What follows belongs to an exercise in optimizing a design on an open flow for small area, a short achievable clock period and few clock cycles per item; a production flow would make more cautious choices. The RTL was checked by simulation tests, not by an equivalence proof against the original design. Power is estimated from default activity; no workload was simulated.

[design/flow/design.v]
`timescale 1ns/1ps
package soc_pkg;
  typedef logic [6:0]  dmi_addr_t;
  typedef logic [31:0] data_t;
  typedef logic [15:0] led_t;
  typedef logic [1:0]  irq_t;
  typedef enum logic [1:0] {
    dmi_op_nop   = 2'd0,
    dmi_op_read  = 2'd1,
    dmi_op_write = 2'd2
  } dmi_op_t;
  typedef enum logic [1:0] {
    dmi_resp_ok     = 2'd0,
    dmi_resp_failed = 2'd2
  } dmi_resp_t;
  typedef enum logic [1:0] {
    state_idle,
    state_bus,
    state_respond
  } dm_state_t;
  localparam dmi_addr_t DMCONTROL_ADDR = 7'h10;
  localparam int        NDMRESET_BIT   = 1;
  localparam dmi_addr_t MMIO_BASE  = 7'h20;
  localparam int        MMIO_WORDS = 4;
  localparam dmi_addr_t MEM_BASE   = 7'h40;
  localparam logic [1:0] MMIO_LED     = 2'd0;
  localparam logic [1:0] MMIO_PENDING = 2'd1;
  localparam logic [1:0] MMIO_ENABLE  = 2'd2;
  localparam logic [1:0] MMIO_STATUS  = 2'd3;
endpackage
`timescale 1ns/1ps
import soc_pkg::*;
module debug_module (
  input  logic      clock,
  input  logic      reset,
  input  logic      dmi_req_valid,
  output logic      dmi_req_ready,
  input  soc_pkg::dmi_addr_t dmi_req_addr,
  input  soc_pkg::data_t     dmi_req_data,
  input  soc_pkg::dmi_op_t   dmi_req_op,
  output logic      dmi_resp_valid,
  input  logic      dmi_resp_ready,
  output soc_pkg::data_t     dmi_resp_data,
  output soc_pkg::dmi_resp_t dmi_resp_resp,
  output logic      sys_reset,
  output logic      bus_req_valid,
  output logic      bus_req_write,
  output soc_pkg::dmi_addr_t bus_req_addr,
  output soc_pkg::data_t     bus_req_wdata,
  input  logic      bus_req_ready,
  input  logic      bus_resp_valid,
  input  soc_pkg::data_t     bus_resp_rdata,
  input  logic      bus_resp_err
);
  soc_pkg::dm_state_t  state;
  logic [1:0] dmcontrol;
  logic       req_sent;
  logic       bus_write;
  soc_pkg::dmi_addr_t  bus_addr;
  soc_pkg::data_t      bus_wdata;
  soc_pkg::data_t      resp_data;
  soc_pkg::dmi_resp_t  resp_code;
  logic req_fire;
  logic is_access;
  logic ctl_hit;
  logic local_req;
  assign req_fire  = dmi_req_valid && dmi_req_ready;
  assign is_access = (dmi_req_op == dmi_op_read) || (dmi_req_op == dmi_op_write);
  assign ctl_hit   = is_access && (dmi_req_addr == DMCONTROL_ADDR);
  assign local_req = !is_access || ctl_hit;
  assign dmi_req_ready  = (state == state_idle);
  assign dmi_resp_valid = (state == state_respond);
  assign dmi_resp_data  = resp_data;
  assign dmi_resp_resp  = resp_code;
  assign bus_req_valid = (state == state_bus) && !req_sent;
  assign bus_req_write = bus_write;
  assign bus_req_addr  = bus_addr;
  assign bus_req_wdata = bus_wdata;
  always_ff @(posedge clock) begin
    if (reset) begin
      state     <= state_idle;
      dmcontrol <= 2'b00;
      req_sent  <= 1'b0;
    end else begin
      case (state)
        state_idle: begin
          if (req_fire) begin
            if (ctl_hit && dmi_req_op == dmi_op_write) begin
              dmcontrol <= dmi_req_data[1:0];
            end
            if (local_req || sys_reset) begin
              state <= state_respond;
            end else begin
              state <= state_bus;
            end
          end
        end
        state_bus: begin
          if (bus_req_valid && bus_req_ready) begin
            req_sent <= 1'b1;
          end
          if (req_sent && bus_resp_valid) begin
            req_sent <= 1'b0;
            state    <= state_respond;
          end
        end
        state_respond: begin
          if (dmi_resp_ready) begin
            state <= state_idle;
          end
        end
        default: state <= state_idle;
      endcase
    end
  end
  always_ff @(posedge clock) begin
    if (req_fire) begin
      bus_addr  <= dmi_req_addr;
      bus_wdata <= dmi_req_data;
      bus_write <= (dmi_req_op == dmi_op_write);
      resp_data <= '0;
      resp_code <= dmi_resp_ok;
      if (ctl_hit && dmi_req_op == dmi_op_read) begin
        resp_data <= soc_pkg::data_t'(dmcontrol);
      end
      if (!local_req && sys_reset) begin
        resp_code <= dmi_resp_failed;
      end
    end else if (state == state_bus && req_sent && bus_resp_valid) begin
      resp_data <= bus_write ? '0 : bus_resp_rdata;
      resp_code <= bus_resp_err ? dmi_resp_failed : dmi_resp_ok;
    end
  end
  always_ff @(posedge clock) begin
    sys_reset <= reset || dmcontrol[NDMRESET_BIT];
  end
endmodule
`timescale 1ns/1ps
import soc_pkg::*;
module bus_router #(
  parameter int MEM_WORDS = 64
) (
  input  logic      clock,
  input  logic      reset,
  input  logic      up_req_valid,
  input  logic      up_req_write,
  input  soc_pkg::dmi_addr_t up_req_addr,
  input  soc_pkg::data_t     up_req_wdata,
  output logic      up_req_ready,
  output logic      up_resp_valid,
  output soc_pkg::data_t     up_resp_rdata,
  output logic      up_resp_err,
  output logic      mem_req_valid,
  output logic      mem_req_write,
  output soc_pkg::dmi_addr_t mem_req_addr,
  output soc_pkg::data_t     mem_req_wdata,
  input  logic      mem_req_ready,
  input  logic      mem_resp_valid,
  input  soc_pkg::data_t     mem_resp_rdata,
  input  logic      mem_resp_err,
  output logic      mmio_req_valid,
  output logic      mmio_req_write,
  output soc_pkg::dmi_addr_t mmio_req_addr,
  output soc_pkg::data_t     mmio_req_wdata,
  input  logic      mmio_req_ready,
  input  logic      mmio_resp_valid,
  input  soc_pkg::data_t     mmio_resp_rdata,
  input  logic      mmio_resp_err
);
  logic sel_mem;
  logic sel_mmio;
  logic accept;
  logic pend_mem;
  logic pend_mmio;
  logic pend_err;
  assign sel_mmio = (up_req_addr >= MMIO_BASE) &&
                    (int'(up_req_addr) < int'(MMIO_BASE) + MMIO_WORDS);
  assign sel_mem  = (up_req_addr >= MEM_BASE) &&
                    (int'(up_req_addr) < int'(MEM_BASE) + MEM_WORDS);
  assign mem_req_valid  = up_req_valid && sel_mem;
  assign mem_req_write  = up_req_write;
  assign mem_req_addr   = up_req_addr;
  assign mem_req_wdata  = up_req_wdata;
  assign mmio_req_valid = up_req_valid && sel_mmio;
  assign mmio_req_write = up_req_write;
  assign mmio_req_addr  = up_req_addr;
  assign mmio_req_wdata = up_req_wdata;
  assign up_req_ready = sel_mem ? mem_req_ready : (sel_mmio ? mmio_req_ready : 1'b1);
  assign accept = up_req_valid && up_req_ready;
  always_ff @(posedge clock) begin
    if (reset) begin
      pend_mem  <= 1'b0;
      pend_mmio <= 1'b0;
      pend_err  <= 1'b0;
    end else if (accept) begin
      pend_mem  <= sel_mem;
      pend_mmio <= sel_mmio;
      pend_err  <= !sel_mem && !sel_mmio;
    end else begin
      if (mem_resp_valid) begin
        pend_mem <= 1'b0;
      end
      if (mmio_resp_valid) begin
        pend_mmio <= 1'b0;
      end
      pend_err <= 1'b0;
    end
  end
  assign up_resp_valid = (pend_mem && mem_resp_valid) || (pend_mmio && mmio_resp_valid) ||
                         pend_err;
  assign up_resp_rdata = pend_mmio ? mmio_resp_rdata : (pend_mem ? mem_resp_rdata : '0);
  assign up_resp_err   = pend_err || (pend_mem && mem_resp_err) ||
                         (pend_mmio && mmio_resp_err);
endmodule
`timescale 1ns/1ps
import soc_pkg::*;
module scratch_mem #(
  parameter int MEM_WORDS = 64
) (
  input  logic      clock,
  input  logic      bus_req_valid,
  input  logic      bus_req_write,
  input  soc_pkg::dmi_addr_t bus_req_addr,
  input  soc_pkg::data_t     bus_req_wdata,
  output logic      bus_req_ready,
  output logic      bus_resp_valid,
  output soc_pkg::data_t     bus_resp_rdata,
  output logic      bus_resp_err
);
  localparam int AW = $clog2(MEM_WORDS);
  soc_pkg::data_t          ram [MEM_WORDS];
  logic [AW-1:0]  index;
  soc_pkg::data_t          rdata;
  logic           resp_valid;
  assign index = bus_req_addr[AW-1:0];
  assign bus_req_ready  = 1'b1;
  assign bus_resp_valid = resp_valid;
  assign bus_resp_rdata = rdata;
  assign bus_resp_err   = 1'b0;
  always_ff @(posedge clock) begin
    if (bus_req_valid) begin
      if (bus_req_write) begin
        ram[index] <= bus_req_wdata;
      end
      rdata <= ram[index];
    end
  end
  always_ff @(posedge clock) begin
    resp_valid <= bus_req_valid;
  end
endmodule
`timescale 1ns/1ps
import soc_pkg::*;
module mmio_regs (
  input  logic      clock,
  input  logic      reset,
  input  soc_pkg::irq_t      ext_irq,
  input  logic      bus_req_valid,
  input  logic      bus_req_write,
  input  soc_pkg::dmi_addr_t bus_req_addr,
  input  soc_pkg::data_t     bus_req_wdata,
  output logic      bus_req_ready,
  output logic      bus_resp_valid,
  output soc_pkg::data_t     bus_resp_rdata,
  output logic      bus_resp_err,
  output soc_pkg::led_t      led,
  output soc_pkg::irq_t      irq
);
  soc_pkg::data_t      led_reg;
  soc_pkg::irq_t       pending;
  soc_pkg::irq_t       enable;
  soc_pkg::irq_t       status;
  soc_pkg::irq_t       clear;
  soc_pkg::data_t      rdata;
  logic       resp_valid;
  logic [1:0] offset;
  logic       wr_en;
  assign offset = bus_req_addr[1:0];
  assign wr_en  = bus_req_valid && bus_req_write;
  assign clear  = (wr_en && offset == MMIO_PENDING) ? bus_req_wdata[1:0] : '0;
  assign status = pending & enable;
  assign led = led_reg[15:0];
  assign irq = status;
  assign bus_req_ready  = 1'b1;
  assign bus_resp_valid = resp_valid;
  assign bus_resp_rdata = rdata;
  assign bus_resp_err   = 1'b0;
  always_ff @(posedge clock) begin
    if (reset) begin
      led_reg    <= '0;
      pending    <= '0;
      enable     <= '0;
      resp_valid <= 1'b0;
    end else begin
      resp_valid <= bus_req_valid;
      pending    <= (pending & ~clear) | ext_irq;
      if (wr_en && offset == MMIO_LED) begin
        led_reg <= bus_req_wdata;
      end
      if (wr_en && offset == MMIO_ENABLE) begin
        enable <= bus_req_wdata[1:0];
      end
    end
  end
  always_ff @(posedge clock) begin
    if (bus_req_valid) begin
      case (offset)
        MMIO_LED:     rdata <= led_reg;
        MMIO_PENDING: rdata <= soc_pkg::data_t'(pending);
        MMIO_ENABLE:  rdata <= soc_pkg::data_t'(enable);
        MMIO_STATUS:  rdata <= soc_pkg::data_t'(status);
        default:      rdata <= '0;
      endcase
    end
  end
endmodule
`timescale 1ns/1ps
import soc_pkg::*;
module soc_top #(
  parameter int MEM_WORDS = 64
) (
  input  logic        clock,
  input  logic        reset,
  input  logic        dmi_req_valid,
  output logic        dmi_req_ready,
  input  logic [6:0]  dmi_req_addr,
  input  logic [31:0] dmi_req_data,
  input  logic [1:0]  dmi_req_op,
  output logic        dmi_resp_valid,
  input  logic        dmi_resp_ready,
  output logic [31:0] dmi_resp_data,
  output logic [1:0]  dmi_resp_resp,
  input  logic [1:0]  ext_irq,
  output logic [15:0] led,
  output logic [1:0]  irq
);
  logic sys_reset;
  logic      dm_req_valid, dm_req_write, dm_req_ready;
  soc_pkg::dmi_addr_t dm_req_addr;
  soc_pkg::data_t     dm_req_wdata;
  logic      dm_resp_valid, dm_resp_err;
  soc_pkg::data_t     dm_resp_rdata;
  logic      mem_req_valid, mem_req_write, mem_req_ready;
  soc_pkg::dmi_addr_t mem_req_addr;
  soc_pkg::data_t     mem_req_wdata;
  logic      mem_resp_valid, mem_resp_err;
  soc_pkg::data_t     mem_resp_rdata;
  logic      mmio_req_valid, mmio_req_write, mmio_req_ready;
  soc_pkg::dmi_addr_t mmio_req_addr;
  soc_pkg::data_t     mmio_req_wdata;
  logic      mmio_resp_valid, mmio_resp_err;
  soc_pkg::data_t     mmio_resp_rdata;
  soc_pkg::dmi_resp_t resp_code;
  assign dmi_resp_resp = resp_code;
  debug_module dm (
    .clock          (clock),
    .reset          (reset),
    .dmi_req_valid  (dmi_req_valid),
    .dmi_req_ready  (dmi_req_ready),
    .dmi_req_addr   (dmi_req_addr),
    .dmi_req_data   (dmi_req_data),
    .dmi_req_op     (soc_pkg::dmi_op_t'(dmi_req_op)),
    .dmi_resp_valid (dmi_resp_valid),
    .dmi_resp_ready (dmi_resp_ready),
    .dmi_resp_data  (dmi_resp_data),
    .dmi_resp_resp  (resp_code),
    .sys_reset      (sys_reset),
    .bus_req_valid  (dm_req_valid),
    .bus_req_write  (dm_req_write),
    .bus_req_addr   (dm_req_addr),
    .bus_req_wdata  (dm_req_wdata),
    .bus_req_ready  (dm_req_ready),
    .bus_resp_valid (dm_resp_valid),
    .bus_resp_rdata (dm_resp_rdata),
    .bus_resp_err   (dm_resp_err)
  );
  bus_router #(.MEM_WORDS(MEM_WORDS)) router (
    .clock           (clock),
    .reset           (sys_reset),
    .up_req_valid    (dm_req_valid),
    .up_req_write    (dm_req_write),
    .up_req_addr     (dm_req_addr),
    .up_req_wdata    (dm_req_wdata),
    .up_req_ready    (dm_req_ready),
    .up_resp_valid   (dm_resp_valid),
    .up_resp_rdata   (dm_resp_rdata),
    .up_resp_err     (dm_resp_err),
    .mem_req_valid   (mem_req_valid),
    .mem_req_write   (mem_req_write),
    .mem_req_addr    (mem_req_addr),
    .mem_req_wdata   (mem_req_wdata),
    .mem_req_ready   (mem_req_ready),
    .mem_resp_valid  (mem_resp_valid),
    .mem_resp_rdata  (mem_resp_rdata),
    .mem_resp_err    (mem_resp_err),
    .mmio_req_valid  (mmio_req_valid),
    .mmio_req_write  (mmio_req_write),
    .mmio_req_addr   (mmio_req_addr),
    .mmio_req_wdata  (mmio_req_wdata),
    .mmio_req_ready  (mmio_req_ready),
    .mmio_resp_valid (mmio_resp_valid),
    .mmio_resp_rdata (mmio_resp_rdata),
    .mmio_resp_err   (mmio_resp_err)
  );
  scratch_mem #(.MEM_WORDS(MEM_WORDS)) mem (
    .clock          (clock),
    .bus_req_valid  (mem_req_valid),
    .bus_req_write  (mem_req_write),
    .bus_req_addr   (mem_req_addr),
    .bus_req_wdata  (mem_req_wdata),
    .bus_req_ready  (mem_req_ready),
    .bus_resp_valid (mem_resp_valid),
    .bus_resp_rdata (mem_resp_rdata),
    .bus_resp_err   (mem_resp_err)
  );
  mmio_regs mmio (
    .clock          (clock),
    .reset          (sys_reset),
    .ext_irq        (ext_irq),
    .bus_req_valid  (mmio_req_valid),
    .bus_req_write  (mmio_req_write),
    .bus_req_addr   (mmio_req_addr),
    .bus_req_wdata  (mmio_req_wdata),
    .bus_req_ready  (mmio_req_ready),
    .bus_resp_valid (mmio_resp_valid),
    .bus_resp_rdata (mmio_resp_rdata),
    .bus_resp_err   (mmio_resp_err),
    .led            (led),
    .irq            (irq)
  );
endmodule
[design/flow/config.mk]
export PLATFORM = sky130hd
export DESIGN_NAME = soc_top
export DESIGN_NICKNAME = soc_top
export VERILOG_FILES = /design/flow/design.v
export SDC_FILE = /design/flow/constraint.sdc
export NUM_CORES = 4
export LEC_CHECK = 0
export CAP_MARGIN = 20
export CORE_MARGIN = 2
export CORE_UTILIZATION = 40
export PLACE_DENSITY = 0.6
export SLEW_MARGIN = 20
[design/flow/constraint.sdc]
create_clock -name core_clock -period 5.0 [get_ports {clock}]
set_input_delay 1.0000 -clock core_clock [delete_from_list [all_inputs] [get_ports {clock}]]
set_output_delay 1.0000 -clock core_clock [all_outputs]
set_load 0.01 [all_outputs]
[design/flow/run.sh]
#!/bin/bash
# synth_recipe.tcl (not shown) runs the flow's synth.tcl, then flattens the netlist and writes it again
# the make line also repeats each setting of config.mk as NAME=value (left out here)
make -C /OpenROAD-flow-scripts/flow DESIGN_CONFIG=/design/flow/config.mk WORK_HOME=/design/flow/orfs CLKGATE_MAP_FILE= SYNTH_SCRIPT=/design/flow/synth_recipe.tcl finish
==> summary.txt <==
Global route
  – GR met1 Demand/Resource: 31.0%
  – Met3 Use GR: 5.59%
  – Vias in the first global route: 44500
  – Met2 Usage GRT: 34.6%
  – Initial antenna violation count: 19
  – Global-route wire length before repair: around 340 mm
  – GRT busiest layer: met2
  – Pin count of the biggest net entering global routing: 86
  – Total GRT Usage: approximately 22%
  – GR Overflow Total: 0

Power and ir drop
  – Int Pwr: between 30000 and 40000 µW
  – Seq pwr share: 53.1%
  – Clock share of power: 40.5%
  – Leak: 0.0317 µW
  – Cell Pwr Density: 398 nW/µm²
  – Combinational power share: 6.4%
  – Switching Share: 22.4%
  – Overall power: ~40000 µW
  – Peak VDD IR: 0.362 mV
  – Sw power: ~8800 µW

STA
  – Final hold viol count: 0
  – Slew HR: 19.7%
  – Tightest Pin Transition: 1.19 ns
  – Clk_skew: ~0.034 ns
  – Final worst slack: 0.730 ns
  – Final period util: 85.4%
  – Slew Viols, Final: 0
  – Setup Viol. Count Final: 0
  – Tmin final: 4.27 ns
  – Fmax: 234 MHz
  – Setup TNS: 0 ns
  – RSZ-0062 raised after global routing: no

Drt
  – Final wirelength: 244 mm
  – Initial DRC Count: 6217
  – DRC: 0
  – Routed vias/inst: 5.86
  – Vias: 45700
  – Antenna-violating nets left: 0
  – First-pass iteration count of the detailed router: 6
  – Drt wl/cell: 31.3 µm

Clocking
  – Worst-case clock buffer depth: 3
  – Total CTS buffers: 219
  – Clock sinks: 2232
  – Worst skew pair latency: 0.86 ns
  – Clock transition at path regs: ~0.060 ns
  – Root Buffer: clkbuf_16
  – TritonCTS clock tree: done
  – Htree depth: 4
  – Post-CTS Setup Repair Bufs: 0
  – Cts-stage hold buffer count: 0
  – Post-cts gate resize count: 0

Worst setup path
  – Worst setup SP type: flip-flop
  – Endpoint class of the critical path: flip-flop
  – R2r worst-path depth: 7
  – Reg2reg end: mem.rdata[0]
  – Slowest cell on crit path: nor4_1
  – Worst Setup Path Type: flip-flop to flip-flop
  – Buf/Inv on CP: 2
  – R2r setup slk: around 0.73 ns
  – WP data required: 5.49 ns
  – Crit path largest cell delay: 1.00 ns
  – Start of the worst register-to-register path: dm.bus_addr[0]
  – Top delay family on crit path: simple AND/OR/NAND/NOR gates
  – Crit-path max FO: 27
  – Most frequent CP cell: buf_4
  – Crit path arrival time: 4.76 ns
  – Cell Chain, Critical Path: buf_4 > and2_4 > buf_4 > a22oi_1 > and3_1 > nor4_1 > nand4_1

Die
  – Die width: 467 µm
  – Core area: 213000 µm²
  – Row count: 169
  – Num ports: between 100 and 150
  – Die Ht: 467 µm
  – Die area: 218000 µm²
  – Starting Density: about two fifths

Layout
  – # nets final: 4836
  – Max reg flops: around 2000
  – Utilization after layout: 46.2%
  – Synth-to-Final Area Change: 14.6%
  – Layout cell share with drive strength beyond 1: 18.6%
  – Reg with most FFs: mem.ram
  – Layout Cells excl Fill: around 8000

Yosys
  – Commonest cells in the netlist: 2185 x edfxtp_1, 445 x mux2i_1, 204 x nor2_1, 162 x mux4_2, 130 x mux2_2
  – Flops & latches, synth: 2232
  – Post-Synthesis Cells: 4520
  – Post-synthesis sequential area ratio: 77.6%
  – Post-synth ARST share: 0%
  – Synthesis Warnings: 4
  – Biggest area consumer among synthesized cells: edfxtp_1
  – Syn avg cell area: between 15 and 20 µm²
  – Net Count, Synth: ~4600
  – Post-Syn Area: 85800 µm²
  – EDFF count, synth: between 2000 and 2500
  – Top area cells in the synthesized netlist: edfxtp_1 76%, mux2i_1 5.2%, mux4_2 4.3%
  – Most numerous cell in the Yosys netlist: edfxtp_1
  – Count of cell types in the netlist: between 60 and 70
  – Main synth FF type: edfxtp_1
  – Share of the synthesized area in the top cell type: 76.5%

Placed design
  – DPL Wire Length: 146 mm
  – DP Worst Slack: 1.00 ns
  – Buffers on Ports: 99
  – GP Congestion: 0.848
  – Placed insts: 7387

Outcome
  – Outcome: complete, no violations

Min path
  – Hold Crit Start: dm.dmcontrol[0]
  – Hold EP: dm.dmcontrol[0]
  – Hold Path Cell Cnt: 2
  – Hold Crit Class: flip-flop to flip-flop

Flow run
  – Max_cap viols: 0
==> placed cells by master, fill, tap and decap left out, types with 17 or more instances in the layout <==
master	instances
a221oi_1	48
clkdlybuf4s50_1	99
a22oi_1	129
a2bb2oi_1	23
clkinv_2	39
dfxtp_1	47
edfxtp_1	2185
clkinv_1	70
buf_4	200
o21ai_0	104
mux4_2	162
nor2b_1	24
a2111oi_0	20
clkbuf_16	222
and2_1	36
nor2_4	66
inv_1	17
nand4_1	29
o221ai_1	60
nor2_1	137
mux2i_1	445
mux2_2	130
a21oi_1	96
nand2_1	87
a211oi_1	43
nand3_1	43
clkbuf_1	50
o22ai_1	104
o211ai_1	33
buf_12	43
==> stage by stage <==
step | instance area (µm²) | hold slack, ns
final | 98300 | 0.475
after floorplan | 85800 | 0.431
after global routing | 98300 | 0.505
after CTS | 98300 | 0.470
after global placement | 91400 | 0.445
after detailed placement | 91400 | 0.462
==> per-layer routing <==
layer / routed length (µm) / part of all wire, % / vias up
met5: 67 / 0.027 / -
met4: 6690 / 2.7 / 12
met3: 25500 / 10 / 375
met2: 113000 / 46 / 2378
met1: 99000 / 41 / 23900
li1: - / - / 19000
==> power groups by stage <==
stage / logic (µW) / clock network, µW / registers (µW)
3_3_place_gp: 2440 / 0 / 21200
5_1_grt: 2610 / 16700 / 20800
2_1_floorplan: 1230 / 0 / 21300
6_report: 2500 / 15800 / 20800
4_1_cts: 2480 / 16000 / 20800
3_5_place_dp: 2470 / 0 / 21200
==> how the worst max path moves through the flow <==
stage | cells after the start | slack, ns | endpoint | startpoint
floorplan | 7 | 0.17 | mem.ram[11][0] | dm.state[0]
global placement | 8 | 0.98 | mem.rdata[11] | dm.bus_addr[1]
detailed placement | 5 | 1.00 | mem.ram[28][18] | dm.bus_addr[0]
CTS | 5 | 0.97 | mem.ram[28][10] | dm.bus_addr[0]
global route | 7 | 0.74 | mem.rdata[0] | dm.bus_addr[0]
finish | 7 | 0.73 | mem.rdata[0] | dm.bus_addr[0]
==> layout make-up <==
| type | instances | area [µm²] |
|---|---|---|
| fillers | 17800 | 114000 |
| inverters | 19 | 75.1 |
| multi-input cells | 1971 | 17900 |
| flip-flops and latches | 2232 | 66600 |
| clock buffers | 272 | 5740 |
| repair buffers | 344 | 3380 |
| well taps | 2821 | 3530 |
| clock inverters | 137 | 1090 |
| diodes | 3 | 7.51 |
==> cell families (layout without fill, tap and decap cells) <==
| kind of cell | after synthesis | after routing | share of synthesized area [%] |
|---|---|---|---|
| adder cells (fa/ha/maj) | 2 | 2 | 0.0292 |
| other | 1 | 4 | 0.00437 |
| flip-flops | 2232 | 2232 | 77.6 |
| multiplexers | 751 | 751 | 11.6 |
| buffers and inverters | 317 | 772 | 2.20 |
| AO/OA/AOI/OAI | 707 | 707 | 5.69 |
| AND/OR/NAND/NOR | 510 | 510 | 2.91 |
==> worst reg2reg max path, stage by stage, from the launching register on <==
cell      delay [ns]
edfxtp_1        0.70
buf_4           0.40
and2_4          0.68
buf_4           0.37
a22oi_1         0.12
and3_1          0.27
nor4_1          1.00
nand4_1         0.37
Testbench counts, summed over its fixed seeds: cycles 16,244, items 4,096.

static timing again, ports no longer ideal:
Ports are ideal in the flow. The routed layout listed here was re-timed in OpenROAD. Step 1, drivers: a clkbuf_16 drives clock and a buf_2 each remaining input, both assumed. Step 2 adds t to the input delays and takes it off the output delays; t is the mean of the earliest and latest rising clock arrival at the registers after step 1. Input paths then give back, and output paths get back, about the clock's delay inside the block. Slacks: ideal ports / drivers / drivers and shift; pairs: ideal ports / drivers.
shift t [ns]: 0.931
slack for setup (ns): 0.730 / 0.730 / 0.730
hold slack, ns: 0.475 / 0.475 / 0.475
worst setup path at the end: register to register
worst slew at a driven data input, ns: 0.05
After both steps setup and hold are still met in this run. The setup slack of this run moves by 0.000 ns with the drivers and by 0.000 ns with both steps.
